This is an optimization exercise on Yosys and OpenROAD, whose aim is small area and a short achievable clock period, not a production implementation. RTL that was checked went through simulation tests only; none was proved equivalent to the original. Function not checked in runs 2, 4 and 5: the RTL went through the layout flow alone. Power figures rest on the tool's default switching activity, not on a simulated workload.

==> design.v <==
package rob_pkg;
   typedef enum logic [1:0] {
      kind_alu    = 2'd0,
      kind_load   = 2'd1,
      kind_branch = 2'd2,
      kind_none   = 2'd3
   } inst_kind_t;
   typedef logic [$clog2(16):0] rob_ptr_t;
   typedef struct packed {
      inst_kind_t          kind;
      logic [5-1:0]   dest;        
      logic [32-1:0]    value;       
      logic                busy;
      logic                ready;
      logic                pred_taken;
      logic [32-1:0]    pred_pc;
      logic [32-1:0]    taken_pc;    
      logic [32-1:0]    pc4;         
   } rob_entry_t;
   localparam int ENTRY_W = 2 + 5 + 4*32 + 3;
endpackage
`timescale 1ns/1ps
module result_bus (
   input  logic                  clk,
   input  logic                  rst,
   input  logic                  alu_req,
   input  logic [4-1:0] alu_tag,
   input  logic [32-1:0]      alu_value,
   input  logic                  load_req,
   input  logic [4-1:0] load_tag,
   input  logic [32-1:0]      load_value,
   output logic                  alu_grant,
   output logic                  load_grant,
   output logic                  cdb_valid,
   output logic [4-1:0] cdb_tag,
   output logic [32-1:0]      cdb_value
);
   logic last_load;   
   assign alu_grant  = alu_req & (~load_req | last_load);
   assign load_grant = load_req & (~alu_req | ~last_load);
   always_ff @(posedge clk or negedge rst) begin
      if (!rst) begin
         last_load <= 1'b1;   
      end else if (alu_grant) begin
         last_load <= 1'b0;
      end else if (load_grant) begin
         last_load <= 1'b1;
      end
   end
   assign cdb_valid = alu_grant | load_grant;
   assign cdb_tag   = load_grant ? load_tag : alu_tag;
   assign cdb_value = load_grant ? load_value : alu_value;
endmodule
`timescale 1ns/1ps
module branch_check (
   input  logic is_branch,
   input  logic ready,
   input  logic pred_taken,
   input  logic tgt_diff,     
   input  logic taken,        
   output logic mispredict,
   output logic use_pc4       
);
   assign mispredict = is_branch && ready &&
                       ((taken != pred_taken) || (pred_taken && tgt_diff));
   assign use_pc4    = pred_taken && !taken;
endmodule
`timescale 1ns/1ps
module rob_core (
   input  logic                  clk,
   input  logic                  rst,
   input  logic [1:0]            issue_kind,
   input  logic [5-1:0]     issue_dest,
   input  logic [32-1:0]      issue_pc4,
   input  logic [32-1:0]      issue_offset,   
   input  logic                  issue_pred_taken,
   input  logic [32-1:0]      issue_pred_pc,
   input  logic                  cdb_valid,
   input  logic [4-1:0] cdb_tag,
   input  logic [32-1:0]      cdb_value,
   output logic                  stall,
   output logic [4-1:0] alloc_tag,
   output logic                  commit_valid,
   output logic [5-1:0]     commit_dest,
   output logic [32-1:0]      commit_value,
   output logic                  mispredict,
   output logic [32-1:0]      pc_resolved
);
   localparam int N = 16;
   logic [32-1:0] word_a [0:N-1];
   logic [32-1:0] word_b [0:N-1];
   logic [N-1:0]     rdy;
   logic [N-1:0]     br;
   logic [N-1:0]     ptk;
   logic [N-1:0]     tdiff;
   logic [N-1:0]     tkn;
   logic [N-1:0]     misp_vec;
   logic [N-1:0]     pc4_vec;
   rob_pkg::rob_ptr_t     head_ptr;
   rob_pkg::rob_ptr_t     tail_ptr;
   logic [4-1:0] head_idx;
   logic [4-1:0] tail_idx;
   logic full;
   logic head_valid;
   logic retire;
   logic commit_next;
   logic issue_ok;
   logic [32-1:0] taken_pc;
   logic [32-1:0] new_b;
   logic             new_br;
   logic             new_tdiff;
   logic             cdb_taken;
   assign head_idx = head_ptr[4-1:0];
   assign tail_idx = tail_ptr[4-1:0];
   assign full       = (head_ptr[4] != tail_ptr[4]) && (head_idx == tail_idx);
   assign head_valid = head_ptr != tail_ptr;
   assign stall      = full;
   assign alloc_tag  = tail_idx;
   for (genvar i = 0; i < N; i++) begin : g_res
      branch_check i_bc (
         .is_branch  (br[i]),
         .ready      (rdy[i]),
         .pred_taken (ptk[i]),
         .tgt_diff   (tdiff[i]),
         .taken      (tkn[i]),
         .mispredict (misp_vec[i]),
         .use_pc4    (pc4_vec[i])
      );
   end
   assign mispredict  = head_valid && misp_vec[head_idx];
   assign pc_resolved = pc4_vec[head_idx] ? word_a[head_idx] : word_b[head_idx];
   assign retire      = head_valid && rdy[head_idx] && !mispredict;
   assign commit_next = retire && !br[head_idx];
   assign issue_ok    = !full && !mispredict && issue_kind != rob_pkg::kind_none;
   always_ff @(posedge clk or negedge rst) begin
      if (!rst) begin
         head_ptr     <= '0;
         tail_ptr     <= '0;
         commit_valid <= 1'b0;
      end else if (mispredict) begin
         head_ptr     <= tail_ptr;
         commit_valid <= 1'b0;
      end else begin
         if (retire) head_ptr <= head_ptr + 1'b1;
         if (issue_ok) tail_ptr <= tail_ptr + 1'b1;
         commit_valid <= commit_next;
      end
   end
   assign taken_pc  = issue_pc4 + issue_offset;
   assign new_br    = issue_kind == rob_pkg::kind_branch;
   assign new_tdiff = issue_pred_pc != taken_pc;
   assign new_b     = {taken_pc[32-1:5], new_br ? taken_pc[5-1:0] : issue_dest};
   assign cdb_taken = |cdb_value;
   always_ff @(posedge clk) begin
      for (int i = 0; i < N; i++) begin
         if (!full && tail_idx == i) begin
            word_a[i] <= issue_pc4;
            word_b[i] <= new_b;
            br[i]     <= new_br;
            ptk[i]    <= issue_pred_taken;
            tdiff[i]  <= new_tdiff;
            rdy[i]    <= 1'b0;
         end else if (cdb_valid && cdb_tag == i) begin
            if (!br[i]) word_a[i] <= cdb_value;
            rdy[i] <= 1'b1;
         end
         if (cdb_valid && cdb_tag == i) begin
            tkn[i] <= cdb_taken;
         end
      end
   end
   always_ff @(posedge clk) begin
      if (commit_next) begin
         commit_dest  <= word_b[head_idx][5-1:0];
         commit_value <= word_a[head_idx];
      end
   end
endmodule
`timescale 1ns/1ps
module rob_top (
   input  logic                  clk,
   input  logic                  rst,
   input  logic [1:0]            issue_kind,
   input  logic [5-1:0]     issue_dest,
   input  logic [32-1:0]      issue_pc4,
   input  logic [32-1:0]      issue_offset,
   input  logic                  issue_pred_taken,
   input  logic [32-1:0]      issue_pred_pc,
   input  logic                  alu_req,
   input  logic [4-1:0] alu_tag,
   input  logic [32-1:0]      alu_value,
   input  logic                  load_req,
   input  logic [4-1:0] load_tag,
   input  logic [32-1:0]      load_value,
   output logic                  alu_grant,
   output logic                  load_grant,
   output logic                  stall,
   output logic [4-1:0] alloc_tag,
   output logic                  commit_valid,
   output logic [5-1:0]     commit_dest,
   output logic [32-1:0]      commit_value,
   output logic                  mispredict,
   output logic [32-1:0]      pc_resolved
);
   logic                  cdb_valid;
   logic [4-1:0] cdb_tag;
   logic [32-1:0]      cdb_value;
   result_bus i_result_bus (
      .clk        (clk),
      .rst        (rst),
      .alu_req    (alu_req),
      .alu_tag    (alu_tag),
      .alu_value  (alu_value),
      .load_req   (load_req),
      .load_tag   (load_tag),
      .load_value (load_value),
      .alu_grant  (alu_grant),
      .load_grant (load_grant),
      .cdb_valid  (cdb_valid),
      .cdb_tag    (cdb_tag),
      .cdb_value  (cdb_value)
   );
   rob_core i_rob_core (
      .clk              (clk),
      .rst              (rst),
      .issue_kind       (issue_kind),
      .issue_dest       (issue_dest),
      .issue_pc4        (issue_pc4),
      .issue_offset     (issue_offset),
      .issue_pred_taken (issue_pred_taken),
      .issue_pred_pc    (issue_pred_pc),
      .cdb_valid        (cdb_valid),
      .cdb_tag          (cdb_tag),
      .cdb_value        (cdb_value),
      .stall            (stall),
      .alloc_tag        (alloc_tag),
      .commit_valid     (commit_valid),
      .commit_dest      (commit_dest),
      .commit_value     (commit_value),
      .mispredict       (mispredict),
      .pc_resolved      (pc_resolved)
   );
endmodule
==> run.sh <==
#!/bin/bash
# synth_recipe.tcl (not shown) runs the flow's synth.tcl, then flattens the netlist and writes it again
# the make line also repeats each setting of config.mk as NAME=value (left out here)
make -C /OpenROAD-flow-scripts/flow DESIGN_CONFIG=/design/flow/config.mk WORK_HOME=/design/flow/orfs CLKGATE_MAP_FILE= SYNTH_SCRIPT=/design/flow/synth_recipe.tcl finish
==> config.mk <==
export PLATFORM = sky130hd
export DESIGN_NAME = rob_top
export DESIGN_NICKNAME = rob_top
export VERILOG_FILES = /design/flow/design.v
export SDC_FILE = /design/flow/constraint.sdc
export NUM_CORES = 4
export LEC_CHECK = 0
export CAP_MARGIN = 20
export CORE_MARGIN = 2
export CORE_UTILIZATION = 30
export PLACE_DENSITY = 0.45
export SETUP_SLACK_MARGIN = 0.3
export SLEW_MARGIN = 20
==> constraint.sdc <==
create_clock -name core_clock -period 8.0 [get_ports {clk}]
set_input_delay 1.6000 -clock core_clock [delete_from_list [all_inputs] [get_ports {clk}]]
set_output_delay 1.6000 -clock core_clock [all_outputs]
set_load 0.01 [all_outputs]
==> implementation parameters, run 1 <==
Parameter                              Value

Power
  PwrDens    402 mW/mm²
  Worst VDD drop    258 µV
  Switching pwr    0.00968 W
  Cell internal pwr    0.0147 W
  Leakage component of the power    19.9 nW
  Clock network power share    0.242
  Sw Share    0.398
  Logic gate share of total power    0.393
  Relative contribution of sequential cells to total power    0.366

Die
  Std-Cell Core Area    0.167 mm²
  Number of core rows    150
  Die Height    414 µm
  Initial standard-cell utilization of the core    0.302
  Number of top-level pins    258
  Die Area    0.172 mm²
  Die Width    414 µm

STA
  Min Tclk post-route    6960 ps
  Relative max-transition margin    0.208
  FMAX    0.144 GHz
  Number of hold violations in the final report    0
  Setup TNS    0 ps
  Setup violators final    0
  Final Slew Violations    0
  Transition at the pin with the smallest max-transition slack    1180 ps
  Setup WS post-layout    1040 ps
  RSZ-0062 raised after global routing    no
  Setup Skew    37.7 ps
  Final cycle utilization of the critical path    0.870

Clocking
  Clock latency on the worst-skew pair    800 ps
  Number of cells upsized or downsized after cts    0
  Clock Sinks    1153
  Number of buffers inserted during clock tree synthesis    135
  Clock tree from TritonCTS    yes
  CTS H-Tree Depth    4
  Clock tree buffer depth    3
  Clock transition at the register clock pins on the worst setup and hold paths after CTS    60 ps
  Total of hold buffers inserted after clock tree synthesis    0
  Root Buffer Master    clkbuf_16
  Total setup buffers inserted after CTS    0

Place
  Gpl congestion    0.834
  Number of I/O port buffers    257
  Post-detail-place hpwl    121 mm
  Setup slack after placement    1200 ps

Drt
  Average wire length per cell after detail routing    32.7 µm
  Antenna-violating nets left    0
  Metal3 WL    14.9 mm
  Iter 0 DRT Violations    5213
  Number of iterations in the first detailed-routing pass    7
  Routed length on met2    101 mm
  # DRC    0
  Top layer reached by signal wires    met4
  Vias after detailed routing    36700
  Detailed-route wire length    211 mm
  Routed length on met1    86.7 mm
  Routed vias/inst    5.67

Worst setup path
  Family with the most delay on the worst path    buffers and inverters
  WP data arrival    5360 ps
  CP Capture Type    output pin
  Required time reported for the critical path endpoint    6400 ps
  Critical path buffers and inverters    4
  Slowest cell on the critical path    a41oi_1
  Most prevalent standard cell on the critical path    buf_4
  CP Launch Type    register
  Critical path cell sequence    buf_4 -> inv_1 -> ha_1 -> and2_4 -> buf_4 -> a22o_1 -> a221oi_1 -> a41oi_1 -> nand2_1 -> o21ai_0 -> clkdlybuf4s50_1
  Peak per-stage delay on the critical path    910 ps
  Critical Path Fanout Max    31
  Worst Setup Path Type    reg -> out

Finish
  Ratio of cells with drive above 1 in the final layout    0.116
  Nets    4392
  Post-synthesis to final-layout area growth    20.0%

Hold path
  Min-Delay Path Class    reg -> reg

Synth
  Number of synthesized flops with an enable pin    1125
  Synthesized area per cell    12.8 µm²
  Total of flip-flops plus latches after synthesis    1153
  Number of unique standard cell types used by synthesis    70
  Cell area after technology mapping    0.0505 mm²
  Share of flip-flops with an asynchronous set or reset after synthesis    0.0104
  Post-synthesis net count    4192
  Primary FF master, synth    edfxtp_1
  Number of warnings issued by yosys    4
  Synthesized instance count    3956
  Share of the yosys chip area belonging to registers    0.681

Global route
  Maximum number of pins on one net before global-route repair    67
  Initial antenna violation count    3
  Via count of the first global-routing pass    35500
  Wire length of the first global-routing pass    290 mm
  Global route overflow    0
  Total global-route track usage    0.241

Run
  Max Cap Violations    0

Outcome
  Outcome  no timing/DRC/antenna violations
-- routing by layer --
metal | up-vias | GRT usage
li1 | 15700 | -
met1 | 18900 | 0.321
met2 | 1793 | 0.398
met3 | 300 | 0.0306
met4 | 0 | 0.0952
met5 | - | 0
-- Yosys cell counts, types with 14 or more instances --
| cell type | count | area, µm² |
|---|---|---|
| edfxtp_1 | 1125 | 33800 |
| nor2_1 | 637 | 2390 |
| a21oi_1 | 566 | 2830 |
| clkbuf_1 | 262 | 983 |
| a22oi_1 | 184 | 1380 |
| a22o_1 | 107 | 937 |
| a221oi_1 | 101 | 885 |
| buf_1 | 95 | 357 |
| nand2_1 | 95 | 357 |
| o21ai_0 | 80 | 400 |
| nand4_1 | 65 | 407 |
| a222oi_1 | 56 | 561 |
| ha_1 | 55 | 688 |
| inv_1 | 50 | 188 |
| and3_1 | 49 | 307 |
| xnor2_1 | 49 | 429 |
| nand3_1 | 41 | 205 |
| mux2i_1 | 37 | 370 |
| a41oi_1 | 29 | 254 |
| xor2_1 | 24 | 210 |
| o31ai_1 | 22 | 165 |
| dfxtp_1 | 16 | 320 |
| mux4_2 | 15 | 338 |
| a31oi_1 | 14 | 87.6 |
| mux2_2 | 14 | 158 |
-- registers in the layout (all words and copies together) (netlist names) --
register and flops:
i_result_bus.last_load 1, i_rob_core.commit_value 32, i_rob_core.word_b 512, i_rob_core.rdy 16, i_rob_core.word_a 512, i_rob_core.tail_ptr 5
i_rob_core.ptk 16, i_rob_core.commit_dest 5, i_rob_core.commit_valid 1, i_rob_core.head_ptr 5, i_rob_core.tkn 16, i_rob_core.tdiff 16
i_rob_core.br 16
-- final cells by class --
cell class / instances / area (µm²)
clock inverter: 53 / 439
antenna: 3 / 7.51
tap: 2204 / 2760
multi-input combinational: 2372 / 15000
inverter: 50 / 195
sequential: 1153 / 34400
clock buffer: 190 / 3680
timing repair buffer: 444 / 4090
fill: 16100 / 107000
-- layout by cell type (no fill, tap or decap), types with 10 or more instances in the layout --
master / Yosys / final
a22oi_1: 184 / 184
o31ai_4: 2 / 18
xor2_1: 24 / 22
a21oi_1: 566 / 566
clkinv_2: 0 / 16
nor2_1: 637 / 635
clkinv_1: 0 / 28
nand3_4: 0 / 12
and2_4: 0 / 11
clkbuf_16: 0 / 138
o21ai_0: 80 / 76
dfrtp_1: 11 / 11
nand4_1: 65 / 65
dfxtp_1: 16 / 16
clkbuf_1: 262 / 49
a221oi_1: 101 / 101
mux4_2: 15 / 14
ha_1: 55 / 55
mux2_2: 14 / 14
mux2i_1: 37 / 14
edfxtp_1: 1125 / 1125
inv_2: 0 / 10
clkdlybuf4s50_1: 0 / 257
xnor2_1: 49 / 44
mux2i_2: 0 / 19
nand3_1: 41 / 29
nor3_1: 10 / 10
a31oi_1: 14 / 14
a222oi_1: 56 / 56
buf_4: 7 / 176
a211oi_1: 12 / 12
nand2_1: 95 / 95
a22o_1: 107 / 107
a41oi_1: 29 / 28
inv_1: 50 / 34
and3_1: 49 / 45
-- cell families (layout without fill, tap and decap cells) --
logic type | after synthesis | count (layout) | synth area share
XOR/XNOR | 73 | 73 | 0.0127
adder cells (fa/ha/maj) | 56 | 56 | 0.0140
multiplexers | 66 | 66 | 0.0171
AND/OR/NAND/NOR | 950 | 950 | 0.0808
buffers and inverters | 431 | 737 | 0.0335
other | 0 | 3 | 0
AO/OA/AOI/OAI | 1227 | 1227 | 0.161
flip-flops | 1153 | 1153 | 0.681
-- final timing paths --
check	from	end	slack [ps]	depth (start not counted)
max	i_rob_core.head_ptr[0]	pc_resolved[25]	1040	11
min	i_rob_core.rdy[3]	i_rob_core.rdy[3]	500	2
max reg2reg	i_result_bus.last_load	i_rob_core.tkn[7]	3350	6
min reg2reg	i_rob_core.rdy[3]	i_rob_core.rdy[3]	500	2
max in group asynchronous	rst	i_rob_core.tail_ptr[4]	6330	1
min in group asynchronous	rst	i_rob_core.commit_valid	1240	1
-- metrics by stage --
| stage | instance area (µm²) | utilization | instances | hold WS [ps] | total power [W] |
|---|---|---|---|---|---|
| finish | 60600 | 0.362 | 6469 | 497 | 0.0243 |
| global route | 60600 | 0.362 | 6466 | 523 | 0.0252 |
| CTS | 60500 | 0.362 | 6465 | 499 | 0.0244 |
| detailed placement | 56400 | 0.337 | 6222 | 486 | 0.0186 |
| global placement | 56400 | 0.337 | 6220 | 479 | 0.0185 |
| floorplan | 50500 | - | 3956 | 456 | 0.0133 |
-- power by group through the flow --
stage                     registers, W  logic, W  clock network [W]
final                          0.00890   0.00956            0.00589
after global routing           0.00901   0.00996            0.00619
after CTS                      0.00891   0.00957            0.00598
after detailed placement       0.00903   0.00954                  0
after global placement         0.00900   0.00950                  0
after floorplan                0.00898   0.00428                  0
-- worst reg2reg max path: cells and delay by family, from the launching register on --
family / cells / cell delay (ps)
and+or+nand+nor: 3 / 1670
muxes: 1 / 910
AOI/OAI and AO/OA: 1 / 760
buffers and inverters: 1 / 430
DFF: 1 / 380
==> run 2: changes to the inputs <==
--- a/design.v
+++ b/design.v
@@ -56,14 +56,11 @@
    input  logic is_branch,
    input  logic ready,
    input  logic pred_taken,
-   input  logic tgt_diff,     
+   input  logic sure_miss,    
    input  logic taken,        
-   output logic mispredict,
-   output logic use_pc4       
-);
-   assign mispredict = is_branch && ready &&
-                       ((taken != pred_taken) || (pred_taken && tgt_diff));
-   assign use_pc4    = pred_taken && !taken;
+   output logic mispredict
+);
+   assign mispredict = is_branch && ready && ((taken != pred_taken) || sure_miss);
 endmodule
 `timescale 1ns/1ps
 module rob_core (
@@ -87,15 +84,14 @@
    output logic [32-1:0]      pc_resolved
 );
    localparam int N = 16;
-   logic [32-1:0] word_a [0:N-1];
-   logic [32-1:0] word_b [0:N-1];
-   logic [N-1:0]     rdy;
-   logic [N-1:0]     br;
-   logic [N-1:0]     ptk;
-   logic [N-1:0]     tdiff;
-   logic [N-1:0]     tkn;
-   logic [N-1:0]     misp_vec;
-   logic [N-1:0]     pc4_vec;
+   logic [32-1:0]  word_a [0:N-1];
+   logic [5-1:0] info   [0:N-1];
+   logic [N-1:0]      rdy;
+   logic [N-1:0]      br;
+   logic [N-1:0]      tkn;
+   logic [N-1:0]      misp_vec;
+   logic [32-1:0]  alt_pc;       
+   logic              alt_busy;     
    rob_pkg::rob_ptr_t     head_ptr;
    rob_pkg::rob_ptr_t     tail_ptr;
    logic [4-1:0] head_idx;
@@ -105,11 +101,12 @@
    logic retire;
    logic commit_next;
    logic issue_ok;
-   logic [32-1:0] taken_pc;
-   logic [32-1:0] new_b;
-   logic             new_br;
-   logic             new_tdiff;
-   logic             cdb_taken;
+   logic [32-1:0]  taken_pc;
+   logic [32-1:0]  new_a;
+   logic [5-1:0] new_info;
+   logic              new_br;
+   logic              new_sure;
+   logic              cdb_taken;
    assign head_idx = head_ptr[4-1:0];
    assign tail_idx = tail_ptr[4-1:0];
    assign full       = (head_ptr[4] != tail_ptr[4]) && (head_idx == tail_idx);
@@ -120,15 +117,14 @@
       branch_check i_bc (
          .is_branch  (br[i]),
          .ready      (rdy[i]),
-         .pred_taken (ptk[i]),
-         .tgt_diff   (tdiff[i]),
+         .pred_taken (info[i][0]),
+         .sure_miss  (info[i][1]),
          .taken      (tkn[i]),
-         .mispredict (misp_vec[i]),
-         .use_pc4    (pc4_vec[i])
+         .mispredict (misp_vec[i])
       );
    end
    assign mispredict  = head_valid && misp_vec[head_idx];
-   assign pc_resolved = pc4_vec[head_idx] ? word_a[head_idx] : word_b[head_idx];
+   assign pc_resolved = (info[head_idx][1] && tkn[head_idx]) ? alt_pc : word_a[head_idx];
    assign retire      = head_valid && rdy[head_idx] && !mispredict;
    assign commit_next = retire && !br[head_idx];
    assign issue_ok    = !full && !mispredict && issue_kind != rob_pkg::kind_none;
@@ -137,41 +133,65 @@
          head_ptr     <= '0;
          tail_ptr     <= '0;
          commit_valid <= 1'b0;
+         alt_busy     <= 1'b0;
       end else if (mispredict) begin
          head_ptr     <= tail_ptr;
          commit_valid <= 1'b0;
+         alt_busy     <= 1'b0;
       end else begin
          if (retire) head_ptr <= head_ptr + 1'b1;
          if (issue_ok) tail_ptr <= tail_ptr + 1'b1;
          commit_valid <= commit_next;
+         if (issue_ok && new_sure) alt_busy <= 1'b1;
       end
    end
    assign taken_pc  = issue_pc4 + issue_offset;
    assign new_br    = issue_kind == rob_pkg::kind_branch;
-   assign new_tdiff = issue_pred_pc != taken_pc;
-   assign new_b     = {taken_pc[32-1:5], new_br ? taken_pc[5-1:0] : issue_dest};
+   assign new_sure  = new_br && issue_pred_taken && issue_pred_pc != taken_pc;
+   assign new_a     = issue_pred_taken ? issue_pc4 : taken_pc;
+   assign new_info  = new_br ? {3'b000, new_sure, issue_pred_taken} : issue_dest;
    assign cdb_taken = |cdb_value;
    always_ff @(posedge clk) begin
+      if (!alt_busy && !full && !mispredict && new_sure) begin
+         alt_pc <= taken_pc;
+      end
+   end
+   logic [N-1:0] iss_sel;    
+   logic [N-1:0] cdb_sel;    
+   logic [N-1:0] val_sel;    
+   logic [N-1:0] keep_a;
+   always_comb begin
       for (int i = 0; i < N; i++) begin
-         if (!full && tail_idx == i) begin
-            word_a[i] <= issue_pc4;
-            word_b[i] <= new_b;
-            br[i]     <= new_br;
-            ptk[i]    <= issue_pred_taken;
-            tdiff[i]  <= new_tdiff;
-            rdy[i]    <= 1'b0;
-         end else if (cdb_valid && cdb_tag == i) begin
-            if (!br[i]) word_a[i] <= cdb_value;
-            rdy[i] <= 1'b1;
+         iss_sel[i] = !full && tail_idx == i;
+         cdb_sel[i] = cdb_valid && cdb_tag == i;
+         val_sel[i] = cdb_sel[i] && !br[i] && !iss_sel[i];
+         keep_a[i]  = !iss_sel[i] && !val_sel[i];
+      end
+   end
+   always_ff @(posedge clk) begin
+      for (int i = 0; i < N; i++) begin
+         word_a[i] <= ({32{iss_sel[i]}} & new_a) |
+                      ({32{val_sel[i]}} & cdb_value) |
+                      ({32{keep_a[i]}}  & word_a[i]);
+      end
+   end
+   always_ff @(posedge clk) begin
+      for (int i = 0; i < N; i++) begin
+         if (iss_sel[i]) begin
+            info[i] <= new_info;
+            br[i]   <= new_br;
+            rdy[i]  <= 1'b0;
+         end else if (cdb_sel[i]) begin
+            rdy[i]  <= 1'b1;
          end
-         if (cdb_valid && cdb_tag == i) begin
+         if (cdb_sel[i]) begin
             tkn[i] <= cdb_taken;
          end
       end
    end
    always_ff @(posedge clk) begin
       if (commit_next) begin
-         commit_dest  <= word_b[head_idx][5-1:0];
+         commit_dest  <= info[head_idx];
          commit_value <= word_a[head_idx];
       end
    end
--- a/config.mk
+++ b/config.mk
@@ -5,9 +5,10 @@
 export SDC_FILE = /design/flow/constraint.sdc
 export NUM_CORES = 4
 export LEC_CHECK = 0
+export ABC_CLOCK_PERIOD_IN_PS = 4000
 export CAP_MARGIN = 20
 export CORE_MARGIN = 2
 export CORE_UTILIZATION = 30
 export PLACE_DENSITY = 0.45
-export SETUP_SLACK_MARGIN = 0.3
+export SETUP_SLACK_MARGIN = 4.0
 export SLEW_MARGIN = 20
==> implementation parameters, run 2 <==
Parameter                              Value

Power
  Worst VDD drop    222 µV (-14%)
  Total design power    0.0210 W (-14%)
  Leakage component of the power    16.4 nW (-18%)
  PwrDens    449 mW/mm² (+12%)

Worst setup path
  Most prevalent standard cell on the critical path    buf_6
  CP Capture Type    output pin
  Minimum setup slack among reg-to-reg paths    4130 ps (+780 ps)
  Reg2reg end    i_rob_core.br[6]
  Start of the worst register-to-register path    i_rob_core.head_ptr[0]
  CP Launch Type    register
  Required time reported for the critical path endpoint    6400 ps (about the same)
  Depth of the most critical reg-to-reg path    11 (+5)
  Peak per-stage delay on the critical path    410 ps (-500 ps)
  Critical Path Fanout Max    6 (-81%)
  Slowest cell on the critical path    dfrtp_1
  Critical path cell sequence    buf_12 -> buf_12 -> ha_4 -> buf_4 -> nor3_4 -> nand2_4 -> a21oi_4 -> and2_4 -> buf_6 -> buf_6 -> mux2_4 -> buf_6
  Launching instance or port of the critical path    i_rob_core.head_ptr[0]
  Worst Setup Path Type    reg -> out
  WP data arrival    3480 ps (-1880 ps)

Place
  Number of I/O port buffers    257 (unchanged)
  Gpl congestion    0.904 (+8.3%)
  Post-detail-place hpwl    94.6 mm (-22%)
  Setup slack after placement    1780 ps (+581 ps)

Clocking
  Clock tree from TritonCTS    yes
  Total of hold buffers inserted after clock tree synthesis    0 (unchanged)
  Clock latency on the worst-skew pair    670 ps (-130 ps)
  Clock tree buffer depth    3 (unchanged)
  Clock transition at the register clock pins on the worst setup and hold paths after CTS    60 ps (about the same)
  Number of buffers inserted during clock tree synthesis    83 (-39%)
  CTS H-Tree Depth    3 (-1)
  Clock Sinks    722 (-37%)
  Root Buffer Master    clkbuf_16

Global route
  Initial antenna violation count    3 (unchanged)
  Via count of the first global-routing pass    31700 (-11%)
  Maximum number of pins on one net before global-route repair    66 (-1.5%)
  Global route overflow    0 (unchanged)
  Total global-route track usage    0.281 (+0.0400)
  Wire length of the first global-routing pass    240 mm (-17%)

Synth
  Total of flip-flops plus latches after synthesis    722 (-37%)
  Number of warnings issued by yosys    6 (+2)
  Number of synthesized flops with an enable pin    181 (-84%)
  Synthesized area per cell    9.11 µm² (-29%)
  Share of the yosys chip area belonging to registers    0.472 (-0.209)
  Top cells by instance count after synthesis    595 x nand2_1, 546 x o21ai_0, 528 x dfxtp_1
  Primary FF master, synth    dfxtp_1
  Cell area after technology mapping    0.0346 mm² (-31%)
  Synthesized instance count    3801 (-3.9%)
  Top-count cell post-synth    nand2_1
  Share of flip-flops with an asynchronous set or reset after synthesis    0.0180 (+0.00760)
  Post-synthesis net count    4021 (-4.1%)
  Number of unique standard cell types used by synthesis    76 (+8.6%)
  Yosys top cell area share    0.305 (-0.364)
  Most area-consuming cells after synthesis    dfxtp_1 31%, edfxtp_1 16%, o211ai_1 11%, o21ai_0 7.9%, nand2_1 6.5%
  Library cell occupying the most area in the post-synthesis netlist    dfxtp_1

Hold path
  Destination of the worst hold path    i_result_bus.last_load
  Worst min-delay path startpoint    i_result_bus.last_load
  Min-Delay Path Class    reg -> reg
  Worst Hold Path Cells    2 (unchanged)

Drt
  Detailed-route wire length    171 mm (-19%)
  Routed length on met2    77.6 mm (-23%)
  Routed length on met1    73.3 mm (-15%)
  Routed vias/inst    5.95 (+4.9%)
  Number of iterations in the first detailed-routing pass    6 (-1)
  Top layer reached by signal wires    met5
  Antenna-violating nets left    0 (unchanged)
  # DRC    0 (unchanged)
  Average wire length per cell after detail routing    30.2 µm (-7.5%)
  Iter 0 DRT Violations    3907 (-25%)
  Metal3 WL    12.6 mm (-15%)
  Vias after detailed routing    33700 (-8.1%)

STA
  Min Tclk post-route    5080 ps (-1880 ps)
  Number of hold violations in the final report    0 (unchanged)
  Final Slew Violations    0 (unchanged)
  Final cycle utilization of the critical path    0.635 (-0.235)
  RSZ-0062 raised after global routing    yes
  Setup violators final    0 (unchanged)
  FMAX    0.197 GHz (+37%)
  Setup TNS    0 ps (unchanged)
  Setup Skew    35.9 ps (-1.76 ps)
  Relative max-transition margin    0.232 (+0.0235)
  Transition at the pin with the smallest max-transition slack    1150 ps (-31.5 ps)
  Setup WS post-layout    2920 ps (+1880 ps)
  Hold slack final    498 ps (+0.245 ps)

Run
  Max Cap Violations    0 (unchanged)

Die
  Initial standard-cell utilization of the core    0.303 (+0.000689)
  Die Height    344 µm (-17%)
  Std-Cell Core Area    0.114 mm² (-32%)
  Number of core rows    124 (-17%)
  Die Width    344 µm (-17%)
  Die Area    0.118 mm² (-31%)
  Number of top-level pins    258 (unchanged)

Finish
  Fill cells    11000 (-32%)
  Total area of multi-input combinational cells    0.0191 mm² (+27%)
  Ratio of cells with drive above 1 in the final layout    0.213 (+0.0971)
  Most common library cell in the layout ignoring fill and taps    nand2_1
  Number of flip-flops in the largest register    512
  Post-synthesis to final-layout area growth    35.2%
  Nets    4310 (-1.9%)
  Most frequent cells in the layout    573 x nand2_1, 528 x dfxtp_1, 519 x o211ai_1
  Largest Register    i_rob_core.word_a
  Seq. cell area    0.0163 mm² (-53%)
  Biggest registers after layout    i_rob_core.word_a x512, i_rob_core.info x80

Outcome
  Outcome  no timing/DRC/antenna violations
[run 2: cell type report]
| class | count | share of cell area |
|---|---|---|
| clock inverter | 31 | 0.00930 |
| antenna | 5 | 0.000267 |
| timing repair buffer | 591 | 0.138 |
| inverter | 37 | 0.00356 |
| multi-input combinational | 2655 | 0.408 |
| clock buffer | 119 | 0.0518 |
| sequential | 722 | 0.349 |
| tap | 1512 | 0.0404 |
[run 2: worst max-delay path: cells and delay by family (launching register included)]
kind            cells  cell delay, ps
flops               1             410
fa+ha+maj           1             190
mux                 1             320
simple gates        3             770
buf+inv             6             880
compound gates      1             240
[run 2: logic make-up after synthesis]
logic type | Yosys count | synth area share
AO/OA/AOI/OAI | 1496 | 0.290
XOR/XNOR | 90 | 0.0244
adder cells (fa/ha/maj) | 40 | 0.0147
buffers and inverters | 426 | 0.0467
flip-flops | 722 | 0.472
multiplexers | 121 | 0.0416
AND/OR/NAND/NOR | 906 | 0.111
[run 2: where the power goes]
group / switching (W) / internal (W)
Combinational: 0.00571 / 0.00461
Sequential: 0.000975 / 0.00565
Clock: 0.00167 / 0.00240
Total: 0.00836 / 0.0127
[run 2: metrics by stage]
stage	instances	util	cell area, µm²
floorplan	3801	-	34900
detailed placement	5304	0.342	39100
global route	5668	0.409	46800
CTS	5602	0.397	45400
finish	5672	0.409	46800
global placement	5304	0.342	39100
[run 2: worst max path at each step]
stage | end | slack (ps) | cells past startpoint
final | pc_resolved[12] | 2920 | 12
after detailed placement | i_rob_core.alt_pc[21] | 1780 | 14
after floorplan | i_rob_core.alt_pc[0] | 2700 | 12
after global placement | i_rob_core.alt_pc[25] | 1830 | 14
after CTS | pc_resolved[18] | 2870 | 13
after global routing | pc_resolved[12] | 2860 | 12
[run 2: what timing repair did]
action | in CTS | in global routing
resized for setup | 573 | 260
pin swaps | 80 | 93
buffers inserted | 129 | 62
endpoints found under the setup margin | 574 | 357
gates cloned | 19 | 3
[run 2: metal layers]
layer  GRT usage  vias to the layer above
met3      0.0427                      355
met2       0.442                     1662
met1       0.384                    16800
met5           0                        -
li1            -                    14900
met4       0.116                        2
==> run 3: changes to the inputs <==
--- a/design.v
+++ b/design.v
@@ -156,35 +156,18 @@
          alt_pc <= taken_pc;
       end
    end
-   logic [N-1:0] iss_sel;    
-   logic [N-1:0] cdb_sel;    
-   logic [N-1:0] val_sel;    
-   logic [N-1:0] keep_a;
-   always_comb begin
-      for (int i = 0; i < N; i++) begin
-         iss_sel[i] = !full && tail_idx == i;
-         cdb_sel[i] = cdb_valid && cdb_tag == i;
-         val_sel[i] = cdb_sel[i] && !br[i] && !iss_sel[i];
-         keep_a[i]  = !iss_sel[i] && !val_sel[i];
-      end
-   end
    always_ff @(posedge clk) begin
       for (int i = 0; i < N; i++) begin
-         word_a[i] <= ({32{iss_sel[i]}} & new_a) |
-                      ({32{val_sel[i]}} & cdb_value) |
-                      ({32{keep_a[i]}}  & word_a[i]);
-      end
-   end
-   always_ff @(posedge clk) begin
-      for (int i = 0; i < N; i++) begin
-         if (iss_sel[i]) begin
-            info[i] <= new_info;
-            br[i]   <= new_br;
-            rdy[i]  <= 1'b0;
-         end else if (cdb_sel[i]) begin
-            rdy[i]  <= 1'b1;
+         if (!full && tail_idx == i) begin
+            word_a[i] <= new_a;
+            info[i]   <= new_info;
+            br[i]     <= new_br;
+            rdy[i]    <= 1'b0;
+         end else if (cdb_valid && cdb_tag == i) begin
+            if (!br[i]) word_a[i] <= cdb_value;
+            rdy[i] <= 1'b1;
          end
-         if (cdb_sel[i]) begin
+         if (cdb_valid && cdb_tag == i) begin
             tkn[i] <= cdb_taken;
          end
       end
--- a/config.mk
+++ b/config.mk
@@ -5,10 +5,9 @@
 export SDC_FILE = /design/flow/constraint.sdc
 export NUM_CORES = 4
 export LEC_CHECK = 0
-export ABC_CLOCK_PERIOD_IN_PS = 4000
 export CAP_MARGIN = 20
 export CORE_MARGIN = 2
 export CORE_UTILIZATION = 30
 export PLACE_DENSITY = 0.45
-export SETUP_SLACK_MARGIN = 4.0
+export SETUP_SLACK_MARGIN = 0.3
 export SLEW_MARGIN = 20
==> implementation parameters, run 3 <==
Parameter                              Value

Outcome
  Outcome  no timing/DRC/antenna violations

STA
  Final Slew Violations    0 (unchanged)
  Setup TNS    0 ps (unchanged)
  Hold slack final    505 ps (+7.70 ps)
  Transition at the pin with the smallest max-transition slack    1120 ps (-33.9 ps)
  FMAX    0.145 GHz (-26%)
  Setup Skew    39.4 ps (+3.45 ps)
  Number of hold violations in the final report    0 (unchanged)
  Relative max-transition margin    0.252 (+0.0205)
  Setup violators final    0 (unchanged)
  Min Tclk post-route    6880 ps (+1800 ps)
  RSZ-0062 raised after global routing    no
  Final cycle utilization of the critical path    0.860 (+0.225)

Global route
  Global route overflow    0 (unchanged)
  Total global-route track usage    0.255 (-0.0255)
  Initial antenna violation count    5 (+2)
  Maximum number of pins on one net before global-route repair    44 (-33%)
  Via count of the first global-routing pass    27600 (-13%)
  Wire length of the first global-routing pass    221 mm (-8.0%)

Power
  Switching pwr    0.00706 W (-16%)
  Clock network power share    0.223 (+0.029)
  Worst VDD drop    270 µV (+22%)
  PwrDens    394 mW/mm² (-12%)
  Relative contribution of sequential cells to total power    0.340 (+0.025)
  Sw Share    0.412 (+0.0142)
  Cell internal pwr    0.0101 W (-20%)
  Leakage component of the power    14.7 nW (-10%)
  Logic gate share of total power    0.437 (-0.054)

Die
  Number of core rows    127 (+2.4%)
  Initial standard-cell utilization of the core    0.301 (-0.00128)
  Die Height    351 µm (+2.0%)
  Die Area    0.123 mm² (+4.0%)
  Number of top-level pins    258 (unchanged)
  Die Width    351 µm (+2.0%)
  Std-Cell Core Area    0.119 mm² (+4.5%)

Synth
  Proportion of synthesized area in mux cells    0.0426 (+0.00102)
  Share of the yosys chip area belonging to registers    0.596 (+0.124)
  Share of flip-flops with an asynchronous set or reset after synthesis    0.0180 (unchanged)
  Primary FF master, synth    edfxtp_1
  Synthesized instance count    3238 (-15%)
  Number of unique standard cell types used by synthesis    87 (+14%)
  Number of synthesized flops with an enable pin    693 (+280%)
  Library cell occupying the most area in the post-synthesis netlist    edfxtp_1
  Basic-gate share of the synthesized area counting and, or, nand and nor cells    0.109 (-0.00161)
  Synthesized area per cell    11.1 µm² (+22%)
  Yosys top cell area share    0.578 (+0.272)
  Top cells by instance count after synthesis    693 x edfxtp_1, 654 x nor2_1, 569 x a21oi_1
  Number of warnings issued by yosys    6 (unchanged)
  Combinational family with the most area after synthesis    compound AO/OA/AOI/OAI gates
  Cell area after technology mapping    0.0360 mm² (+4.1%)
  Total of flip-flops plus latches after synthesis    722 (unchanged)
  Top-count cell post-synth    edfxtp_1
  Most area-consuming cells after synthesis    edfxtp_1 58%, a21oi_1 7.9%, nor2_1 6.8%, clkbuf_1 2.7%, a22oi_1 2.6%
  Arithmetic-cell share of the synthesized area counting full adders, half adders and majority gates    0.0141 (-0.000573)
  Post-synthesis net count    3458 (-14%)
  Synthesized-area fraction occupied by ao, oa, aoi and oai cells    0.178 (-0.113)
  Post-synthesis xor/xnor area fraction    0.0243 (-0.0000843)

Clocking
  Clock Sinks    722 (unchanged)
  Clock tree from TritonCTS    yes
  Root Buffer Master    clkbuf_16
  Total setup buffers inserted after CTS    0 (-100%)
  CTS H-Tree Depth    3 (unchanged)
  Number of buffers inserted during clock tree synthesis    84 (+1.2%)
  Clock tree buffer depth    3 (unchanged)
  Total of hold buffers inserted after clock tree synthesis    0 (unchanged)
  Number of cells upsized or downsized after cts    0 (-100%)
  Clock transition at the register clock pins on the worst setup and hold paths after CTS    60 ps (about the same)
  Clock latency on the worst-skew pair    670 ps (about the same)

Worst setup path
  Minimum setup slack among reg-to-reg paths    3470 ps (-660 ps)
  Depth of the most critical reg-to-reg path    10 (-1)
  Required time reported for the critical path endpoint    6400 ps (about the same)
  Reg2reg end    i_rob_core.word_a[13][12]
  WP data arrival    5280 ps (+1800 ps)
  Worst Setup Path Type    reg -> out
  CP Launch Type    register
  Critical Path Fanout Max    23 (+17)
  Start of the worst register-to-register path    i_rob_core.head_ptr[2]
  CP Capture Type    output pin

Run
  Max Cap Violations    0 (unchanged)

Place
  Gpl congestion    0.906 (+0.27%)
  Post-detail-place hpwl    97.8 mm (+3.4%)
  Number of I/O port buffers    257 (unchanged)

Drt
  # DRC    0 (unchanged)
  Antenna-violating nets left    0 (unchanged)
  Detailed-route wire length    159 mm (-7.0%)
  Routed vias/inst    5.66 (-4.8%)
  Vias after detailed routing    28800 (-14%)
  Average wire length per cell after detail routing    31.3 µm (+3.5%)
  Number of iterations in the first detailed-routing pass    12 (+6)
  Iter 0 DRT Violations    3859 (-1.2%)

Finish
  Total area of multi-input combinational cells    0.0137 mm² (-28%)
  Finished Core Util    0.364 (-0.0452)
  Nets    3630 (-16%)
  Most frequent cells in the layout    693 x edfxtp_1, 652 x nor2_1, 569 x a21oi_1
  Most common library cell in the layout ignoring fill and taps    edfxtp_1
  Number of flip-flops in the largest register    512 (unchanged)
  Post-synthesis to final-layout area growth    20.8%
  Largest Register    i_rob_core.word_a
  Ratio of cells with drive above 1 in the final layout    0.117 (-0.0960)
  Biggest registers after layout    i_rob_core.word_a x512, i_rob_core.info x80
  Fill cells    11900 (+7.6%)
  Seq. cell area    0.0215 mm² (+31%)

Hold path
  Worst min-delay path startpoint    i_rob_core.rdy[14]
  Min-Delay Path Class    reg -> reg
  Destination of the worst hold path    i_rob_core.rdy[14]
  Worst Hold Path Cells    2 (unchanged)
run 3: logic make-up (layout without fill, tap and decap cells):
logic type	Yosys count	count (layout)
multiplexers	128	128
AO/OA/AOI/OAI	1005	1005
buffers and inverters	337	579
other	0	2
XOR/XNOR	87	87
AND/OR/NAND/NOR	919	919
adder cells (fa/ha/maj)	40	40
flip-flops	722	722
run 3: worst max path at each step:
stage / end / slack [ps] / depth (start not counted) / from
final: pc_resolved[26] / 1120 / 9 / i_rob_core.head_ptr[3]
after global routing: pc_resolved[21] / 1130 / 11 / i_rob_core.head_ptr[1]
after CTS: pc_resolved[23] / 1220 / 9 / i_rob_core.head_ptr[3]
after detailed placement: i_rob_core.info[5][1] / 1380 / 13 / issue_pc4[0]
after global placement: i_rob_core.info[7][1] / 1430 / 13 / issue_pc4[0]
after floorplan: i_rob_core.alt_pc[0] / 630 / 13 / issue_pc4[10]
run 3: worst max-delay path: stages, from the launching register on:
cell and delay, ps:
dfrtp_1 640, nor2_1 680, and2_2 720, buf_4 620, a22oi_1 180, nand4_1 150
nor2_1 60, a21oi_1 680, mux2_2 300, clkdlybuf4s50_1 540
run 3: cell type report:
cell class | instances | area share
repair buffers | 383 | 0.0819
inverters | 40 | 0.00345
clock buffers | 111 | 0.0518
diodes | 2 | 0.000115
well taps | 1612 | 0.0464
clock inverters | 45 | 0.00943
multi-input cells | 2179 | 0.314
flip-flops and latches | 722 | 0.493
run 3: through the flow:
stage / instance area (µm²) / worst slack, ps / cells / power (W)
after detailed placement: 40800 / 1380 / 4936 / 0.0133
after global routing: 43500 / 1130 / 5093 / 0.0177
final: 43500 / 1120 / 5094 / 0.0171
after CTS: 43500 / 1220 / 5092 / 0.0171
after global placement: 40800 / 1430 / 4936 / 0.0133
after floorplan: 36000 / 626 / 3238 / 0.00945
run 3: routing by layer:
metal | GRT usage | part of all wire | vias up
met2 | 0.412 | 0.47 | 1493
met3 | 0.0332 | 0.075 | 249
met4 | 0.0826 | 0.035 | 0
met1 | 0.354 | 0.42 | 14500
met5 | 0 | 0 | -
li1 | - | - | 12600
run 3: power by group through the flow:
stage,Clock [W],Combinational (W),Sequential (W)
after CTS,0.00386,0.00746,0.00582
after global placement,0,0.00742,0.00589
final,0.00382,0.00749,0.00582
after floorplan,0,0.00362,0.00583
after detailed placement,0,0.00744,0.00589
after global routing,0.00401,0.00781,0.00588
==> run 4: changes to the inputs <==
--- a/design.v
+++ b/design.v
@@ -5,7 +5,8 @@
       kind_branch = 2'd2,
       kind_none   = 2'd3
    } inst_kind_t;
-   typedef logic [$clog2(16):0] rob_ptr_t;
+   localparam int ROB_PTR_W = $clog2(16) + 1;
+   typedef logic [ROB_PTR_W-1:0] rob_ptr_t;
    typedef struct packed {
       inst_kind_t          kind;
       logic [5-1:0]   dest;        
@@ -58,9 +59,16 @@
    input  logic pred_taken,
    input  logic sure_miss,    
    input  logic taken,        
-   output logic mispredict
+   input  logic res_write,    
+   input  logic res_taken,    
+   output logic mispredict,   
+   output logic use_alt       
 );
-   assign mispredict = is_branch && ready && ((taken != pred_taken) || sure_miss);
+   logic taken_nx;
+   assign taken_nx   = res_write ? res_taken : taken;
+   assign mispredict = is_branch && (ready || res_write) &&
+                       ((taken_nx != pred_taken) || sure_miss);
+   assign use_alt    = sure_miss && taken_nx;
 endmodule
 `timescale 1ns/1ps
 module rob_core (
@@ -113,21 +121,54 @@
    assign head_valid = head_ptr != tail_ptr;
    assign stall      = full;
    assign alloc_tag  = tail_idx;
+   logic [N-1:0]          cdb_sel;    
+   logic [N-1:0]          alt_vec;
+   logic [4-1:0] next_idx;   
+   logic [rob_pkg::ROB_PTR_W-1:0] count;
+   logic                  misp_q;
+   logic                  alt_q;
+   logic [32-1:0]      pc_q;
    for (genvar i = 0; i < N; i++) begin : g_res
+      assign cdb_sel[i] = cdb_valid && cdb_tag == i;
       branch_check i_bc (
          .is_branch  (br[i]),
          .ready      (rdy[i]),
          .pred_taken (info[i][0]),
          .sure_miss  (info[i][1]),
          .taken      (tkn[i]),
-         .mispredict (misp_vec[i])
+         .res_write  (cdb_sel[i]),
+         .res_taken  (cdb_taken),
+         .mispredict (misp_vec[i]),
+         .use_alt    (alt_vec[i])
       );
    end
-   assign mispredict  = head_valid && misp_vec[head_idx];
-   assign pc_resolved = (info[head_idx][1] && tkn[head_idx]) ? alt_pc : word_a[head_idx];
+   assign next_idx = head_idx + 1'b1;
+   assign count    = tail_ptr - head_ptr;
+   assign mispredict  = misp_q;
+   assign pc_resolved = alt_q ? alt_pc : pc_q;
    assign retire      = head_valid && rdy[head_idx] && !mispredict;
    assign commit_next = retire && !br[head_idx];
    assign issue_ok    = !full && !mispredict && issue_kind != rob_pkg::kind_none;
+   always_ff @(posedge clk or negedge rst) begin
+      if (!rst) begin
+         misp_q <= 1'b0;
+      end else if (mispredict) begin
+         misp_q <= 1'b0;
+      end else if (retire) begin
+         misp_q <= |count[rob_pkg::ROB_PTR_W-1:1] && misp_vec[next_idx];
+      end else begin
+         misp_q <= head_valid && misp_vec[head_idx];
+      end
+   end
+   always_ff @(posedge clk) begin
+      if (retire) begin
+         alt_q <= alt_vec[next_idx];
+         pc_q  <= word_a[next_idx];
+      end else begin
+         alt_q <= alt_vec[head_idx];
+         pc_q  <= word_a[head_idx];
+      end
+   end
    always_ff @(posedge clk or negedge rst) begin
       if (!rst) begin
          head_ptr     <= '0;
@@ -156,18 +197,33 @@
          alt_pc <= taken_pc;
       end
    end
-   always_ff @(posedge clk) begin
+   logic [N-1:0] iss_sel;    
+   logic [N-1:0] val_sel;    
+   logic [N-1:0] keep_a;
+   always_comb begin
       for (int i = 0; i < N; i++) begin
-         if (!full && tail_idx == i) begin
-            word_a[i] <= new_a;
-            info[i]   <= new_info;
-            br[i]     <= new_br;
-            rdy[i]    <= 1'b0;
-         end else if (cdb_valid && cdb_tag == i) begin
-            if (!br[i]) word_a[i] <= cdb_value;
-            rdy[i] <= 1'b1;
+         iss_sel[i] = !full && tail_idx == i;
+         val_sel[i] = cdb_sel[i] && !br[i] && !iss_sel[i];
+         keep_a[i]  = !iss_sel[i] && !val_sel[i];
+      end
+   end
+   always_ff @(posedge clk) begin
+      for (int i = 0; i < N; i++) begin
+         word_a[i] <= ({32{iss_sel[i]}} & new_a) |
+                      ({32{val_sel[i]}} & cdb_value) |
+                      ({32{keep_a[i]}}  & word_a[i]);
+      end
+   end
+   always_ff @(posedge clk) begin
+      for (int i = 0; i < N; i++) begin
+         if (iss_sel[i]) begin
+            info[i] <= new_info;
+            br[i]   <= new_br;
+            rdy[i]  <= 1'b0;
+         end else if (cdb_sel[i]) begin
+            rdy[i]  <= 1'b1;
          end
-         if (cdb_valid && cdb_tag == i) begin
+         if (cdb_sel[i]) begin
             tkn[i] <= cdb_taken;
          end
       end
--- a/config.mk
+++ b/config.mk
@@ -5,9 +5,10 @@
 export SDC_FILE = /design/flow/constraint.sdc
 export NUM_CORES = 4
 export LEC_CHECK = 0
+export ABC_CLOCK_PERIOD_IN_PS = 4000
 export CAP_MARGIN = 20
 export CORE_MARGIN = 2
 export CORE_UTILIZATION = 30
 export PLACE_DENSITY = 0.45
-export SETUP_SLACK_MARGIN = 0.3
+export SETUP_SLACK_MARGIN = 4.0
 export SLEW_MARGIN = 20
==> implementation parameters, run 4 <==
Parameter                              Value

Outcome
  Outcome  no timing/DRC/antenna violations

Die
  Number of top-level pins    258 (unchanged)
  Die Area    0.138 mm² (+12%)
  Std-Cell Core Area    0.134 mm² (+12%)
  Die Width    371 µm (+5.8%)
  Number of core rows    134 (+5.5%)
  Die Height    371 µm (+5.8%)
  Initial standard-cell utilization of the core    0.302 (+0.000933)

Power
  PwrDens    426 mW/mm² (+8.3%)
  Leakage component of the power    17.4 nW (+18%)
  Total design power    0.0216 W (+26%)
  Worst VDD drop    323 µV (+19%)

Clocking
  Clock latency on the worst-skew pair    730 ps (+60 ps)
  Clock Sinks    756 (+4.7%)
  CTS H-Tree Depth    3 (unchanged)
  Clock tree buffer depth    3 (unchanged)
  Total of hold buffers inserted after clock tree synthesis    0 (unchanged)
  Clock tree from TritonCTS    yes
  Root Buffer Master    clkbuf_16
  Clock transition at the register clock pins on the worst setup and hold paths after CTS    60 ps (about the same)
  Number of buffers inserted during clock tree synthesis    92 (+9.5%)

Finish
  Most frequent cells in the layout    970 x nand2_1, 919 x o21ai_0, 576 x dfxtp_1
  Finished Cell Area    0.0507 mm² (+17%)
  Post-synthesis to final-layout area growth    25.6%
  Number of flip-flops in the largest register    512 (unchanged)
  Biggest registers after layout    i_rob_core.word_a x512, i_rob_core.info x80
  Most common library cell in the layout ignoring fill and taps    nand2_1
  Final cell count without fillers    6927 (+36%)
  Ratio of cells with drive above 1 in the final layout    0.156 (+0.0386)
  Finished Core Util    0.380 (+0.0157)
  Nets    5305 (+46%)
  Largest Register    i_rob_core.word_a

STA
  Final cycle utilization of the critical path    0.601 (-0.260)
  Min Tclk post-route    4800 ps (-2080 ps)
  Setup violators final    0 (unchanged)
  Transition at the pin with the smallest max-transition slack    1200 ps (+81.2 ps)
  Setup Skew    36.6 ps (-2.78 ps)
  Number of hold violations in the final report    0 (unchanged)
  Setup TNS    0 ps (unchanged)
  Relative max-transition margin    0.200 (-0.0521)
  FMAX    0.208 GHz (+43%)
  Final Slew Violations    0 (unchanged)
  RSZ-0062 raised after global routing    yes

Worst setup path
  CP Capture Type    register
  Worst Setup Path Type    in -> reg
  Minimum setup slack among reg-to-reg paths    3970 ps (+500 ps)
  WP data arrival    5260 ps (-20 ps)
  Critical path cell sequence    buf_6 -> ha_4 -> inv_2 -> fa_2 -> nand2b_4 -> a21oi_4 -> o311ai_4 -> buf_4 -> a221o_1 -> o21ai_2 -> o2111ai_2 -> nor4_2 -> nand4_1 -> nor4_4 -> buf_6 -> buf_6 -> nor4_4 -> buf_6 -> buf_12 -> buf_12
  Depth of the most critical reg-to-reg path    14 (+4)
  Critical Path Fanout Max    8 (-65%)
  CP Launch Type    input port
  Family with the most delay on the worst path    compound AO/OA/AOI/OAI gates
  Most prevalent standard cell on the critical path    buf_6
  Reg2reg end    i_rob_core.pc_q[30]
  Critical path buffers and inverters    8 (+6)
  Required time reported for the critical path endpoint    8460 ps (+2060 ps)
  Peak per-stage delay on the critical path    370 ps (-350 ps)
  Start of the worst register-to-register path    i_rob_core.head_ptr[1]
  Slowest cell on the critical path    a221o_1

Global route
  Via count of the first global-routing pass    39000 (+41%)
  Maximum number of pins on one net before global-route repair    65 (+48%)
  Initial antenna violation count    5 (unchanged)
  Global route overflow    0 (unchanged)
  Total global-route track usage    0.323 (+0.0674)
  Wire length of the first global-routing pass    315 mm (+42%)

Drt
  Detailed-route wire length    230 mm (+45%)
  Metal3 WL    19.8 mm (+66%)
  Average wire length per cell after detail routing    33.3 µm (+6.3%)
  # DRC    0 (unchanged)
  Iter 0 DRT Violations    6166 (+60%)
  Routed length on met1    94.0 mm (+39%)
  Routed length on met2    102 mm (+37%)
  Antenna-violating nets left    0 (unchanged)
  Routed vias/inst    6.07 (+7.3%)
  Number of iterations in the first detailed-routing pass    7 (-5)
  Vias after detailed routing    42100 (+46%)
  Top layer reached by signal wires    met5

Run
  Max Cap Violations    0 (unchanged)

Synth
  Share of flip-flops with an asynchronous set or reset after synthesis    0.0185 (+0.000513)
  Total of flip-flops plus latches after synthesis    756 (+4.7%)
  Top-count cell post-synth    nand2_1
  Post-synthesis net count    5128 (+48%)
  Primary FF master, synth    dfxtp_1
  Share of the yosys chip area belonging to registers    0.417 (-0.178)
  Most area-consuming cells after synthesis    dfxtp_1 29%, edfxtp_1 12%, o21ai_0 12%, nand2_1 9.1%, clkbuf_1 3.7%
  Library cell occupying the most area in the post-synthesis netlist    dfxtp_1
  Number of synthesized flops with an enable pin    165 (-76%)
  Cell area after technology mapping    0.0404 mm² (+12%)
  Synthesized area per cell    8.24 µm² (-26%)
  Number of warnings issued by yosys    6 (unchanged)
  Synthesized instance count    4902 (+51%)
  Top cells by instance count after synthesis    979 x nand2_1, 929 x o21ai_0, 577 x dfxtp_1
  Yosys top cell area share    0.286 (-0.292)
  Number of unique standard cell types used by synthesis    98 (+13%)

Hold path
  Destination of the worst hold path    i_rob_core.rdy[3]
  Worst Hold Path Cells    2 (unchanged)
  Worst min-delay path startpoint    i_rob_core.rdy[3]
  Min-Delay Path Class    reg -> reg

Place
  Post-detail-place hpwl    140 mm (+44%)
  Gpl congestion    0.933 (+3.0%)
  Number of placed instances, taps included    6612 (+34%)
  Number of I/O port buffers    257 (unchanged)
  Post-detailed-placement cell area    0.0450 mm² (+10%)
run 4: changes by cell type in the layout (fill, tap and decap cells not counted), sizes merged, moves of 87 or more:
cell	previous run	this run
a21oi	571	97
dfxtp	16	577
nand2	70	979
o21ai	40	956
buf	127	287
a22o	48	135
edfxtp	693	165
nor2	654	165
o211ai	12	153
run 4: worst min-delay path, stage by stage (launching register included):
cell and delay, ps:
dfxtp_1 340, nor2_1 50, nor2_1 70
run 4: repair_timing:
item | CTS | global route
pin swaps | 71 | 59
resized for setup | 280 | 125
setup buffers | 96 | 34
setup endpoints to repair | 641 | 266
cloned | 10 | 1
run 4: through the flow:
stage,setup WS (ps),hold WS [ps]
2_1_floorplan,2910,441
5_1_grt,3110,509
3_5_place_dp,1300,482
3_3_place_gp,1410,470
4_1_cts,3240,492
6_report,3200,498
run 4: worst max-delay path by stage:
| stage | slack [ps] | cells past startpoint | start | endpoint |
|---|---|---|---|---|
| final | 3200 | 20 | issue_offset[0] | i_rob_core.alt_pc[30] |
| after global routing | 3110 | 20 | issue_pc4[10] | i_rob_core.alt_pc[10] |
| after CTS | 3240 | 19 | issue_pc4[0] | i_rob_core.alt_pc[29] |
| after detailed placement | 1300 | 11 | issue_pc4[5] | i_rob_core.info[14][1] |
| after global placement | 1410 | 11 | issue_pc4[5] | i_rob_core.info[13][1] |
| after floorplan | 2910 | 13 | issue_pc4[0] | i_rob_core.alt_pc[0] |
run 4: kinds of logic after synthesis:
group,count (synthesis),synth area share
AO/OA/AOI/OAI,1853,0.296
XOR/XNOR,84,0.0196
flip-flops,756,0.417
AND/OR/NAND/NOR,1500,0.161
multiplexers,138,0.0409
buffers and inverters,525,0.0506
adder cells (fa/ha/maj),46,0.0146
run 4: cell type report:
cell class | count | area [µm²]
Sequential cell | 756 | 16900
Tap cell | 1768 | 2210
Inverter | 66 | 273
Clock buffer | 135 | 2670
Multi-Input combinational cell | 3625 | 23300
Antenna cell | 2 | 5.00
Clock inverter | 37 | 372
Timing Repair Buffer | 538 | 5100
Fill cell | 13400 | 82900
run 4: routing by layer:
metal | up-vias | global-route usage
li1 | 18500 | -
met3 | 639 | 0.0523
met5 | - | 0
met1 | 20500 | 0.428
met2 | 2427 | 0.502
met4 | 4 | 0.173
run 4: report_power, final:
group          internal [W]  switching [W]  leakage [nW]
Clock               0.00245        0.00184          1.50
Combinational       0.00354        0.00651          9.33
Sequential          0.00587        0.00143          6.54
Total                0.0119        0.00978          17.4
==> run 5: changes to the inputs <==
--- a/design.v
+++ b/design.v
@@ -122,12 +122,16 @@
    assign stall      = full;
    assign alloc_tag  = tail_idx;
    logic [N-1:0]          cdb_sel;    
+   logic [N-1:0]          iss_sel;    
+   logic [N-1:0]          val_sel;    
+   logic [N-1:0]          keep_a;
    logic [N-1:0]          alt_vec;
    logic [4-1:0] next_idx;   
    logic [rob_pkg::ROB_PTR_W-1:0] count;
    logic                  misp_q;
    logic                  alt_q;
-   logic [32-1:0]      pc_q;
+   logic [32-1:0]      head_a;     
+   logic                  empty_nx;   
    for (genvar i = 0; i < N; i++) begin : g_res
       assign cdb_sel[i] = cdb_valid && cdb_tag == i;
       branch_check i_bc (
@@ -145,7 +149,7 @@
    assign next_idx = head_idx + 1'b1;
    assign count    = tail_ptr - head_ptr;
    assign mispredict  = misp_q;
-   assign pc_resolved = alt_q ? alt_pc : pc_q;
+   assign pc_resolved = alt_q ? alt_pc : head_a;
    assign retire      = head_valid && rdy[head_idx] && !mispredict;
    assign commit_next = retire && !br[head_idx];
    assign issue_ok    = !full && !mispredict && issue_kind != rob_pkg::kind_none;
@@ -161,12 +165,16 @@
       end
    end
    always_ff @(posedge clk) begin
-      if (retire) begin
-         alt_q <= alt_vec[next_idx];
-         pc_q  <= word_a[next_idx];
-      end else begin
-         alt_q <= alt_vec[head_idx];
-         pc_q  <= word_a[head_idx];
+      alt_q <= retire ? alt_vec[next_idx] : alt_vec[head_idx];
+   end
+   assign empty_nx = retire ? (count == 1) : (count == 0);
+   always_ff @(posedge clk) begin
+      if (empty_nx) begin
+         head_a <= new_a;
+      end else if (retire) begin
+         head_a <= val_sel[next_idx] ? cdb_value : word_a[next_idx];
+      end else if (val_sel[head_idx]) begin
+         head_a <= cdb_value;
       end
    end
    always_ff @(posedge clk or negedge rst) begin
@@ -186,9 +194,16 @@
          if (issue_ok && new_sure) alt_busy <= 1'b1;
       end
    end
-   assign taken_pc  = issue_pc4 + issue_offset;
+   logic target_ne;
+   target_add i_target (
+      .a      (issue_pc4),
+      .b      (issue_offset),
+      .c      (issue_pred_pc),
+      .sum    (taken_pc),
+      .sum_ne (target_ne)
+   );
    assign new_br    = issue_kind == rob_pkg::kind_branch;
-   assign new_sure  = new_br && issue_pred_taken && issue_pred_pc != taken_pc;
+   assign new_sure  = new_br && issue_pred_taken && target_ne;
    assign new_a     = issue_pred_taken ? issue_pc4 : taken_pc;
    assign new_info  = new_br ? {3'b000, new_sure, issue_pred_taken} : issue_dest;
    assign cdb_taken = |cdb_value;
@@ -197,9 +212,6 @@
          alt_pc <= taken_pc;
       end
    end
-   logic [N-1:0] iss_sel;    
-   logic [N-1:0] val_sel;    
-   logic [N-1:0] keep_a;
    always_comb begin
       for (int i = 0; i < N; i++) begin
          iss_sel[i] = !full && tail_idx == i;
@@ -231,8 +243,40 @@
    always_ff @(posedge clk) begin
       if (commit_next) begin
          commit_dest  <= info[head_idx];
-         commit_value <= word_a[head_idx];
+         commit_value <= head_a;
+      end
+   end
+endmodule
+module target_add (
+   input  logic [32-1:0] a,
+   input  logic [32-1:0] b,
+   input  logic [32-1:0] c,       
+   output logic [32-1:0] sum,
+   output logic             sum_ne   
+);
+   localparam int LV = $clog2(32);
+   logic [32-1:0] g [0:LV];
+   logic [32-1:0] p [0:LV];
+   logic [32-1:0] need;    
+   logic [32-1:0] gives;   
+   always_comb begin
+      g[0] = a & b;
+      p[0] = a ^ b;
+      for (int k = 0; k < LV; k++) begin
+         for (int i = 0; i < 32; i++) begin
+            if (i[k]) begin
+               g[k+1][i] = g[k][i] | (p[k][i] & g[k][((i >> k) << k) - 1]);
+               p[k+1][i] = p[k][i] & p[k][((i >> k) << k) - 1];
+            end else begin
+               g[k+1][i] = g[k][i];
+               p[k+1][i] = p[k][i];
+            end
+         end
       end
+      sum = p[0] ^ {g[LV][32-2:0], 1'b0};
+      need  = p[0] ^ c;
+      gives = g[0] | (p[0] & need);
+      sum_ne = need[0] || (need[32-1:1] != gives[32-2:0]);
    end
 endmodule
 `timescale 1ns/1ps
--- a/config.mk
+++ b/config.mk
@@ -5,7 +5,6 @@
 export SDC_FILE = /design/flow/constraint.sdc
 export NUM_CORES = 4
 export LEC_CHECK = 0
-export ABC_CLOCK_PERIOD_IN_PS = 4000
 export CAP_MARGIN = 20
 export CORE_MARGIN = 2
 export CORE_UTILIZATION = 30
==> implementation parameters, run 5 <==
Parameter                              Value

Power
  Leakage component of the power    17.7 nW (+1.8%)
  Worst VDD drop    236 µV (-27%)
  PwrDens    424 mW/mm² (-0.67%)
  Total design power    0.0210 W (-2.7%)

Drt
  Detailed-route wire length    185 mm (-20%)
  Routed vias/inst    5.88 (-3.1%)
  Number of iterations in the first detailed-routing pass    6 (-1)
  Antenna-violating nets left    0 (unchanged)

Synth
  Number of warnings issued by yosys    9 (+3)
  Cell area after technology mapping    0.0382 mm² (-5.3%)
  Number of synthesized flops with an enable pin    197 (+19%)
  Post-synthesis xor/xnor area fraction    0.0179 (-0.00177)
  Share of flip-flops with an asynchronous set or reset after synthesis    0.0185 (unchanged)
  Arithmetic-cell share of the synthesized area counting full adders, half adders and majority gates    0.0334 (+0.0188)
  Yosys top cell area share    0.285 (-0.000635)
  Synthesized area per cell    9.01 µm² (+9.3%)
  Proportion of synthesized area in mux cells    0.0620 (+0.0211)
  Number of unique standard cell types used by synthesis    78 (-20%)
  Share of the yosys chip area belonging to registers    0.449 (+0.0319)
  Post-synthesis net count    4507 (-12%)
  Library cell occupying the most area in the post-synthesis netlist    dfxtp_1
  Most area-consuming cells after synthesis    dfxtp_1 29%, edfxtp_1 15%, o211ai_1 9.2%, o21ai_0 8.1%, nand2_1 7.1%
  Primary FF master, synth    dfxtp_1
  Synthesized instance count    4247 (-13%)

Finish
  Nets    4759 (-10%)
  Biggest registers after layout    i_rob_core.word_a x512, i_rob_core.info x80
  N_diodes    0 (-2)
  Ratio of cells with drive above 1 in the final layout    0.199 (+0.0437)
  Most common library cell in the layout ignoring fill and taps    nand2_1
  Largest Register    i_rob_core.word_a

Worst setup path
  Start of the worst register-to-register path    i_rob_core.head_ptr[1]
  WP data arrival    4620 ps (-640 ps)
  Required time reported for the critical path endpoint    8520 ps (+60 ps)
  CP Capture Type    register
  Worst Setup Path Type    in -> reg
  Depth of the most critical reg-to-reg path    10 (-4)
  CP Launch Type    input port
  Reg2reg end    i_rob_core.head_a[15]
  Critical Path Fanout Max    8 (unchanged)

STA
  Min Tclk post-route    4090 ps (-709 ps)
  Final Slew Violations    0 (unchanged)
  Setup WS post-layout    3910 ps (+709 ps)
  Setup violators final    0 (unchanged)
  Number of hold violations in the final report    0 (unchanged)
  FMAX    0.244 GHz (+17%)
  Setup TNS    0 ps (unchanged)

Global route
  Initial antenna violation count    4 (-1)
  Met3 usage in global routing    0.0501 (-0.00223)
  GR met1 Demand/Resource    0.372 (-0.0559)
  Via count of the first global-routing pass    34800 (-11%)
  Met2 Usage GRT    0.429 (-0.0723)
  Wire length of the first global-routing pass    261 mm (-17%)
  Total global-route track usage    0.273 (-0.0498)

Die
  Initial standard-cell utilization of the core    0.301 (-0.00127)
  Number of core rows    131 (-2.2%)
  Die Area    0.130 mm² (-5.3%)
  Die Width    361 µm (-2.7%)
  Std-Cell Core Area    0.127 mm² (-4.9%)

Clocking
  Clock Sinks    756 (unchanged)
  Clock transition at the register clock pins on the worst setup and hold paths after CTS    60 ps (about the same)
  Root Buffer Master    clkbuf_16
  Total of hold buffers inserted after clock tree synthesis    0 (unchanged)
  Clock latency on the worst-skew pair    680 ps (-50 ps)
  Clock tree buffer depth    3 (unchanged)

Hold path
  Worst Hold Path Cells    0 (-2)
  Worst min-delay path startpoint    i_rob_core.head_a[6]
  Min-Delay Path Class    reg -> reg

Place
  Post-detail-place hpwl    108 mm (-23%)
  Setup slack after placement    1330 ps (+28.3 ps)
  Number of I/O port buffers    257 (unchanged)

Outcome
  Outcome  no timing/DRC/antenna violations
## run 5: logic make-up (layout without fill, tap and decap cells)
logic type      Yosys count  after routing
compound gates         1505           1507
xor+xnor                 78             78
fa+ha+maj                80             80
buf+inv                 506            821
flops                   756            756
mux                     189            189
simple gates           1133           1136
## run 5: final cells by class
type,count,area [µm²]
Fill cell,12600,77300
Multi-Input combinational cell,2990,21300
Sequential cell,756,17200
Timing Repair Buffer,560,5930
Clock buffer,120,2530
Tap cell,1662,2080
Inverter,105,417
Clock inverter,36,269
## run 5: power by group
group          switching (W)  internal [W]  total, W
sequential           0.00108       0.00601   0.00709
clock                0.00175       0.00228   0.00403
combinational        0.00586       0.00407   0.00993
## run 5: worst max path at each step
stage	start	to	slack (ps)	depth (start not counted)
final	issue_offset[0]	i_rob_core.word_a[10][14]	3910	17
after global routing	issue_offset[0]	i_rob_core.head_a[14]	3840	17
after CTS	issue_offset[0]	i_rob_core.head_a[30]	3900	15
after detailed placement	alu_req	i_rob_core.head_a[16]	1330	14
after global placement	alu_req	i_rob_core.head_a[16]	1390	14
after floorplan	issue_offset[11]	i_rob_core.head_a[31]	3570	10
## run 5: metal layers
layer | wire (µm) | part of all wire
met4 | 7520 | 0.041
met5 | 50 | 0.00027
met2 | 83500 | 0.45
met3 | 14700 | 0.080
met1 | 79200 | 0.43
## run 5: metrics by stage
step                      instances  cell area [µm²]  utilization
after floorplan                4247            38700            -
after global placement         5905            43000        0.339
after detailed placement       5905            43000        0.339
after CTS                      6167            48000        0.378
after global routing           6229            49700        0.391
final                          6229            49700        0.391
## run 5: critical path, cell delays in order
cell	delay, ps
buf_8	100
ha_4	150
fa_2	350
a21oi_2	150
and4b_2	270
nor4_4	380
buf_4	180
buf_6	80
o31a_1	190
o21bai_4	100
a31oi_2	200
buf_4	170
xnor2_4	80
mux2i_4	160
buf_4	200
clkbuf_16	160
o21ai_0	80
## run 5: repair_timing
item	CTS	global route
setup endpoints to repair	697	396
gates resized for setup	368	363
pin swaps	62	94
buffers inserted	88	51
gates cloned	18	11

[port drivers added, routing unchanged]
No port has a modelled driver above. Below, the same layouts with a new extraction and two added sets of constraints. Step 1 sets driving cells, clkbuf_16 on the clock port and buf_2 on the other inputs (assumed; they add their load-dependent delay and slew). Step 2 also shifts input and output timing later by t, the mid clock arrival at the registers, as if the neighbouring blocks saw the same clock. Three values: ideal ports, drivers, drivers and shift; two values: the first two.
run	shift t [ns]	slack for setup (ns)
run 1	0.868	1.042 / 0.954 / 1.215
run 2	0.721	2.920 / 2.849 / 2.279
run 3	0.719	1.119 / 1.047 / 1.458
run 4	0.783	3.196 / 3.229 / 2.446
run 5	0.745	3.905 / 3.938 / 3.193
After both steps every run listed still meets setup and hold.
